What follows belongs to an exercise in optimizing a design on an open flow for small area, a short achievable clock period and few clock cycles per item; a production flow would make more cautious choices. At most, simulation tests tie the RTL to the original design; equivalence was not proved. For run 1, only the layout was checked, not whether the RTL still works.

==> flow/design.v (outline; a module is shown in full before it is edited, if it fits) <==
// module ekf_top: 2100 lines
// module ekf_fa: 9 lines
// module ekf_ha: 8 lines
module ekf_top (
    input  logic        clk,
    input  logic        n_rst,
    input  logic        meas_req,
    input  logic [29:0] meas,
    output logic        meas_ack,
    output logic        result_req,
    output logic [47:0] result,
    input  logic        result_ack
);
  // ...
==> flow/flow/run.sh <==
#!/bin/bash
# the standard flow, with timing repair aiming 16.5 ns below the clock period
bash standard.sh SETUP_SLACK_MARGIN=16.5 finish > standard.log 2>&1
==> flow/standard.sh <==
#!/bin/bash
# synth_recipe.tcl (not shown) runs the flow's synth.tcl, then flattens the netlist and writes it again
# the make line also repeats each setting of config.mk as NAME=value (left out here)
make -C /OpenROAD-flow-scripts/flow DESIGN_CONFIG=/design/flow/config.mk WORK_HOME=/design/flow/orfs CLKGATE_MAP_FILE= SYNTH_SCRIPT=/design/flow/synth_recipe.tcl "${@:-finish}"
==> flow/config.mk <==
export PLATFORM = sky130hd
export DESIGN_NAME = ekf_top
export DESIGN_NICKNAME = ekf_top
export VERILOG_FILES = /design/flow/design.v
export SDC_FILE = /design/flow/constraint.sdc
export NUM_CORES = 4
export LEC_CHECK = 0
export CAP_MARGIN = 20
export CORE_MARGIN = 2
export CORE_UTILIZATION = 50
export SLEW_MARGIN = 20
export SYNTH_HIERARCHICAL = 1
export SYNTH_MINIMUM_KEEP_SIZE = 0
==> flow/constraint.sdc <==
create_clock -name core_clock -period 22.0 [get_ports {clk}]
set_input_delay 4.4000 -clock core_clock [delete_from_list [all_inputs] [get_ports {clk}]]
set_output_delay 4.4000 -clock core_clock [all_outputs]
set_load 0.01 [all_outputs]
==> impl_metrics.ini, run 1 <==
[outcome]
outcome = no timing/DRC/antenna violations

[setup_path]
cp_top_family = compound AO/OA/AOI/OAI gates
worstPathMaxFanout = 10
worstReg2RegStart = cap[25]$_DFFE_PP_
endpoint = vrc_p[21]$_DFFE_PP_
r2r_slack_ps = 15630

[layout]
mostFrequentLayoutCells = 346 x fa_1, 241 x nand2_1, 208 x o21ai_0
regArea_mm2 = 0.00431
final.fill_count = 4179
multi_input_area_share_pct = 70.0
fin_area_mm2 = 0.0293
nets = 3334
largest_register_ffs = 30
finalNonFillerCells = 3399

[global_routing]
grt_use_met3_pct = 7.68
use_met2_pct = 60.1
use_met1_pct = 51.6

[yosys]
synth_top_family_by_area = adder cells
synth_area_per_cell_um2 = 9.37
synth_cell_types = 76
syn-cell-area_mm2 = 0.0245
synthTopCellsByCount = 382 x fa_1, 252 x nand2_1, 241 x o21ai_0

[timing]
finalWorstSetupSlack_ps = 15630
skew_ps = 14.8
grt_setup_unrepaired = yes

[floorplan]
die_h_um = 225
dieArea_mm2 = 0.0507

[drt]
avgViaCountPerCell = 6.36
wl_per_cell_um = 28.1
drt-total-wl_um = 95500
drt_iter0_drc = 2254

[clock_network]
h-tree-depth = 4
cts_hold_buffers = 0
cts.sinks = 172

[hold_path]
min_delay_worst_endpoint = soc[7]$_DFFE_PN0P_
==> inputs of run 2 (changes only) <==
--- a/flow/design.v
+++ b/flow/design.v
@@ -259,20 +259,22 @@
             7'd28: lrow = 25'hfad456;
             7'd29: lrow = 25'hfc1f40;
             7'd30: lrow = 25'hfd6a2b;
             7'd31: lrow = 25'hfeb515;
             default: lrow = '0;
         endcase
     end
     logic signed [23:0] soc_p_n;
+    logic signed [7:0]  p_int;
     logic               blo_n, bhi_n;
     assign soc_p_n = s_src + c1;
-    assign blo_n   = $signed(soc_p_n[23:16]) < 8'sd20;
-    assign bhi_n   = $signed(soc_p_n[23:16]) > 8'sd95;
+    assign p_int   = soc_p_n[23:16];
+    assign blo_n   = p_int < 8'sd20;
+    assign bhi_n   = p_int > 8'sd95;
     logic signed [23:0] soc_n, vrc_n;
     logic               tsel_n;
     logic [5:0]         cf_d, cf;
     logic signed [23:0] xx;
     assign tsel_n = wr ? (soc_n[23] || !(soc_n[22] || soc_n[21]))
                        : (soc[23] || !(soc[22] || soc[21]));
     assign cf_d[0] = accept && !meas[29] && tsel_n;
     assign cf_d[1] = accept && !meas[29] && !tsel_n;
==> flow/flow/run.sh (replaced) <==
#!/bin/bash
# the standard flow, with timing repair aiming 15 ns below the clock period
bash standard.sh SETUP_SLACK_MARGIN=15 finish > standard.log 2>&1
==> run 2 against run 1 <==
Critical path type unchanged. Critical endpoint is now vrc_p[23]$_DFFE_PP_. Highest routed layer unchanged. Area after synthesis is essentially flat. Register-to-register slack lost 450 ps. Flip-flop and latch count is the same.
==> impl_metrics.ini, run 2 <==
[outcome]
outcome = no timing/DRC/antenna violations

[clock_network]
numCtsBuffers = 17
clk_pin_slew_ps = 70
clockRootBuffer = clkbuf_16
clkLatencyLatePin_ps = 450
clockBufferDepth = 2
h-tree-depth = 4
cts_tree = yes
cts_hold_buffers = 0
cts.sinks = 172

[layout]
top_register = cap
layout_commonest_cell = fa_1
area_growth_syn_to_layout_pct = 10.3
diodes = 0
nets = 3205
largest_register_ffs = 30
final_util_pct = 55.5
drive_gt1_share_pct = 7.56
mostFrequentLayoutCells = 382 x fa_1, 250 x nand2_1, 236 x o21ai_0

[drt]
drc_errors = 0
drt-total-wl_um = 87400
drt_pass1_iterations = 5
num_vias = 20600
avgViaCountPerCell = 6.30
drt_iter0_drc = 2234
antenna_left = 0
wl_per_cell_um = 26.7

[timing]
skew_ps = 13.0
slew_headroom_pct = 30.2
setup_tns_ps = 0
worst_pin_slew_ps = 1040
setup_violations = 0
period_needed_ps = 6810
grt_setup_unrepaired = yes
fin_crit_sh_pct = 31.0
hold_viol = 0
fmaxAchievable_mhz = 147
report.final.slew_viol_count = 0

[floorplan]
placementRows = 81
dieArea_mm2 = 0.0507
die_h_um = 225
coreArea_mm2 = 0.0486
pin_count = 84
initial_core_util_pct = 50.3
die_x_um = 225

[placed_design]
io_buffers = 83
place_hpwl_um = 67300
gp_congestion = 0.976

[yosys]
synth_ff_type = dfxtp_1
synthTopCellsByCount = 382 x fa_1, 252 x nand2_1, 241 x o21ai_0
synth_area_per_cell_um2 = 9.37
yosysMostFrequentCell = fa_1
synthTopCellsByArea = fa_1 31%, ha_1 8.1%, edfxtp_1 6.6%, nor2b_1 6.1%, dfxtp_1 5.2%
ys_seq_area_share_pct = 17.4
yosysTopAreaCell = fa_1
synthArstFlopShare_pct = 31.4
synth.top_cell.area_share_pct = 31.3
yosysWarnings = 7
syn_inst = 2610
synth_cell_types = 76
synth-edff-count = 54
ys_ff_latch = 172
syn_nets = 3184
syn-cell-area_mm2 = 0.0245

[setup_path]
rr_endpoint = vrc_p[23]$_DFFE_PP_
cp-start-kind = flip-flop
reg2regPathDepth = 19
crit_chain = clkinvlp_2, o21ai_0, fa_1, fa_1, fa_1, fa_1, fa_1, ha_1, nand4_1, or2_1, or3_4, a2111oi_4, buf_4, o21ai_4, a2111oi_4, o2111ai_2, nand3_1, a31oi_1, xnor2_1
worstPathMaxFanout = 11
cp-end-kind = flip-flop
worstReg2RegStart = rn[6]$_DFF_P_
max_stage_delay_ps = 580
path_class = reg -> reg
cp_top_family = adder cells
critPathMostFrequentCell = fa_1
crit_path_top_delay_cell = clkinvlp_2
crit_buf_inv = 2
crit_path_start = rn[6]$_DFF_P_
required_ps = 22210
cp.arrival_ps = 7020
r2r_slack_ps = 15190

[global_routing]
grt_max_degree = 95
antenna_found_initial = 1
grt_use_total_pct = 34.7
grt_pass1_vias = 20800
grt_pass1_wl_um = 130000
grt_overflow = 0

[hold_path]
holdCritPathClass = reg -> reg
hp-start = meas_ack$_DFFE_PN0P_
min_delay_worst_endpoint = s1$_DFF_PN0_
holdPathStages = 1

[job]
maxCapViolations = 0
==> run 2: per-stage QoR <==
step / worst slack [ps] / instance area, um2 / std cells / hold WS, ps
after detailed placement: 13410 / 25900 / 3211 / 472
final: 15190 / 27000 / 3266 / 488
after global routing: 14960 / 27000 / 3266 / 508
after global placement: 13630 / 25900 / 3211 / 474
after CTS: 15000 / 26600 / 3247 / 483
after floorplan: 15070 / 24500 / 2610 / 442
==> run 2: repair_timing <==
action | in CTS | in global routing
setup endpoints to repair | 50 | 22
resized for setup | 26 | 57
cloned | 0 | 3
pin swaps | 0 | 5
setup buffers | 4 | 16
==> run 2: worst max-delay path by stage <==
stage                          end  slack [ps]  depth (start not counted)
5_1_grt        vrc_p[23]$_DFFE_PP_       14960                         23
2_1_floorplan  vrc_p[13]$_DFFE_PP_       15070                         19
3_5_place_dp   vrc_p[23]$_DFFE_PP_       13410                         21
4_1_cts        vrc_p[23]$_DFFE_PP_       15000                         23
3_3_place_gp   vrc_p[23]$_DFFE_PP_       13630                         21
6_report       vrc_p[23]$_DFFE_PP_       15190                         19
==> run 2: area by class of cell <==
cell class | instances | area, um2
Clock buffer | 19 | 464
Clock inverter | 13 | 125
Fill cell | 4382 | 21700
Inverter | 77 | 309
Multi-Input combinational cell | 2204 | 19500
Sequential cell | 172 | 4270
Tap cell | 622 | 778
Timing Repair Buffer | 157 | 1530
Timing Repair inverter | 2 | 10.0
==> run 2: cell families (layout without fill, tap and decap cells) <==
family	count (synthesis)	count (layout)	synth area share, %
DFF	172	172	17.4
adders and majority gates	540	540	39.3
muxes	25	25	1.26
xor gates and xnor gates	83	83	2.97
and+or+nand+nor	822	822	16.9
other	1	1	0.0153
AOI/OAI and AO/OA	733	733	18.5
buffers and inverters	234	268	3.61
==> run 2: Yosys stat by module, one instance, submodules excluded <==
module	area, um2	cells inside	copies in the design
ekf_ha	12.5	1	25
ekf_fa	20.0	1	378
ekf_top	16600	2207	1
==> run 2: routing by layer <==
layer  track usage, %  share of wire (%)
met1             46.8                 41
met2             55.9                 47
met3             6.66                7.9
met4             12.9                4.1
met5                0                  0
Testbench counts of run 2, summed over its fixed seeds: cycles 6,160, items 2,048.

[what the ideal ports hide]
In the flow no input, the clock included, has a driving cell. The finished layouts below were timed again as built, in two steps.
Step 1, drivers: a clkbuf_16 drives clk and a buf_2 each remaining input, both assumed.
Step 2 also shifts input and output timing later by t, the mid clock arrival at the registers, as if the neighbouring blocks saw the same clock.
Three values: no drivers, after step 1, after step 2; two values: the first two.
| run | shift t [ns] | setup slack, ns | worst setup path after step 2 | latest minus earliest clock arrival (ns) | slew at the worst register clock pin (ns) |
|---|---|---|---|---|---|
| run 1 | 0.510 | 15.634 / 15.634 / 15.634 | register to register | 0.015 / 0.014 | 0.08 / 0.08 |
| run 2 | 0.500 | 15.189 / 15.189 / 15.189 | register to register | 0.013 / 0.013 | 0.08 / 0.08 |
After both steps setup and hold are still met in every run listed.
